From an optimization exercise on the open Yosys and OpenROAD flow, aimed at small area and few clock cycles per item; shortcuts taken in it are not production practice. Only simulation tests tie the RTL to the original design; equivalence was not proved.

==> 02-02 <==
==> flow/design.v (excerpt) <==
module str_dot_top (
    input  logic               clk,
    input  logic               rst,
    input  logic [63:0]        in_a,
    input  logic [63:0]        in_b,
    input  logic               in_last,
    input  logic               in_valid,
    output logic               in_ready,
    output logic signed [14:0] out_dot,
    output logic signed [10:0] out_sum,
    output logic               out_last,
    output logic               out_valid,
    input  logic               out_ready
);
export LEC_CHECK = 0
export CAP_MARGIN = 20
export CORE_MARGIN = 2
export CORE_UTILIZATION = 60
export CTS_BUF_LIST = sky130_fd_sc_hd__clkbuf_8
export GPL_TIMING_DRIVEN = 0
export PLACE_DENSITY = 0.7
export SETUP_SLACK_MARGIN = 0.1
export SLEW_MARGIN = 20
export SYNTH_HIERARCHICAL = 1
create_clock -name core_clock -period 6.0 [get_ports {clk}]
standard.sh (not shown) runs the stock make flow with config.mk's settings and CLKGATE_MAP_FILE= SYNTH_SCRIPT=/design/flow/synth_recipe.tcl, a recipe that flattens the netlist after the stock synthesis.
==> flow/flow/run.sh <==
#!/bin/bash
# Standard ORFS layout (the standard.sh, unchanged synthesis), with the port
# buffers made from the smallest plain buffer instead of the default choice.
set -euo pipefail
bash standard.sh BUFFER_PORTS_ARGS="-buffer_cell sky130_fd_sc_hd__buf_2" finish > flow.log 2>&1
==> inputs of 04-18, as changes to 02-02 <==
==> flow/run.sh (new file) <==
#!/bin/bash
# synth_recipe.tcl (not shown) runs the flow's synth.tcl, then flattens the netlist and writes it again
# the make line also repeats each setting of config.mk as NAME=value (left out here)
make -C /OpenROAD-flow-scripts/flow DESIGN_CONFIG=/design/flow/config.mk WORK_HOME=/design/flow/orfs CLKGATE_MAP_FILE= SYNTH_SCRIPT=/design/flow/synth_recipe.tcl finish
Settings changed: CORE_UTILIZATION 60 to 40, CTS_BUF_LIST sky130_fd_sc_hd__clkbuf_8 to unset, GPL_TIMING_DRIVEN 0 to unset, PLACE_DENSITY 0.7 to 0.6, SETUP_SLACK_MARGIN 0.1 to unset.
removed: flow/flow/run.sh
removed: flow/standard.sh
==> inputs of 08-09, as changes to 02-02 <==
==> flow/run.sh (new file) <==
#!/bin/bash
# synth_recipe.tcl (not shown) runs the flow's synth.tcl, then flattens the netlist and writes it again
# the make line also repeats each setting of config.mk as NAME=value (left out here)
make -C /OpenROAD-flow-scripts/flow DESIGN_CONFIG=/design/flow/config.mk WORK_HOME=/design/flow/orfs CLKGATE_MAP_FILE= SYNTH_SCRIPT=/design/flow/synth_recipe.tcl finish
Settings changed: CORE_UTILIZATION 60 to 40, CTS_BUF_LIST sky130_fd_sc_hd__clkbuf_8 to unset, PLACE_DENSITY 0.7 to 0.6, SETUP_SLACK_MARGIN 0.1 to unset.
removed: flow/flow/run.sh
removed: flow/standard.sh
==> notes <==
Die area: 02-02 is smaller than 04-18 (about 33%).
Against 04-18, the worst hold slack of 02-02 is higher by 0.046 ns.
04-18 completed and failed the layout checks on setup timing. 08-09 produced a clean layout. 02-02 completed with no timing, DRC or antenna violations.
Clock skew, lowest first: 08-09, 04-18, 02-02.
Global-route usage, highest first: 02-02, 04-18, 08-09.
Sequential share of layout area: 02-02 > 08-09 > 04-18.
==> figures <==
metric                                                                             04-18        02-02        08-09
Critical Path Start                                                             in_b[24]     in_a[36]     in_a[35]
DR iter-0 viols                                                                     1013         1382          868
Maximum number of pins on one net before global-route repair                          51           52           52
Multi-input gate share of the layout cell area                                    0.6754       0.7835       0.7584
Max frequency                                                                  164.8 MHz    170.0 MHz    168.0 MHz
Amount of wire on met3 after detailed routing                                   5.485 mm     7.998 mm     6.483 mm
Outcome                                                       complete, but fails checks  no timing/DRC/antenna violations  no timing/DRC/antenna violations
Reasons for failing layout checks                                           setup timing            -            -
Critical path data required time                                                 6.04 ns      6.05 ns      6.04 ns
First-pass GRT wire length                                                      86.91 mm     77.16 mm     82.21 mm
Setup TNS                                                                    -0.06736 ns         0 ns         0 ns
Depth of the worst register-to-register path                                           2            1            1
Core outline area                                                            0.03670 mm²  0.02439 mm²  0.03670 mm²
Initial Util                                                                      0.4066       0.6117       0.4066
Final core utilization                                                            0.5444       0.6929       0.4775
Period utilization                                                                 1.011       0.9803       0.9918
Testbench counts of 02-02, summed over its fixed seeds: cycles 2,056, items 2,048.
Testbench counts of 04-18, summed over its fixed seeds: cycles 2,056, items 2,048.
Testbench counts of 08-09, summed over its fixed seeds: cycles 2,056, items 2,048.

-- what the ideal ports hide --
The flow's constraints put no driver on any port. The routed layouts listed below were extracted and timed again, unchanged, in two steps.
Step 1 assumes that a clkbuf_16 drives the clock port and a buf_2 every other input.
Step 2 adds t to the input delays and takes it off the output delays; t is the mean of the earliest and latest rising clock arrival at the registers after step 1. Input paths then give back, and output paths get back, about the clock's delay inside the block.
Slacks: ideal / step 1 / step 2; pairs: ideal / step 1.
run	t, ns	setup WS [ns]	clock arrival spread, ns	slew at the worst register clock pin (ns)
02-02	0.335	0.118 / 0.113 / -0.222	0.009 / 0.009	0.09 / 0.09
04-18	0.334	-0.067 / -0.080 / -0.414	0.006 / 0.006	0.07 / 0.07
08-09	0.329	0.049 / 0.049 / -0.266	0.005 / 0.004	0.07 / 0.07
With both steps, setup timing fails in 02-02 and 08-09, where it was met with ideal ports. For 04-18, which loses most, drivers alone change the setup slack by -0.013 ns; drivers and shift together by -0.347 ns.
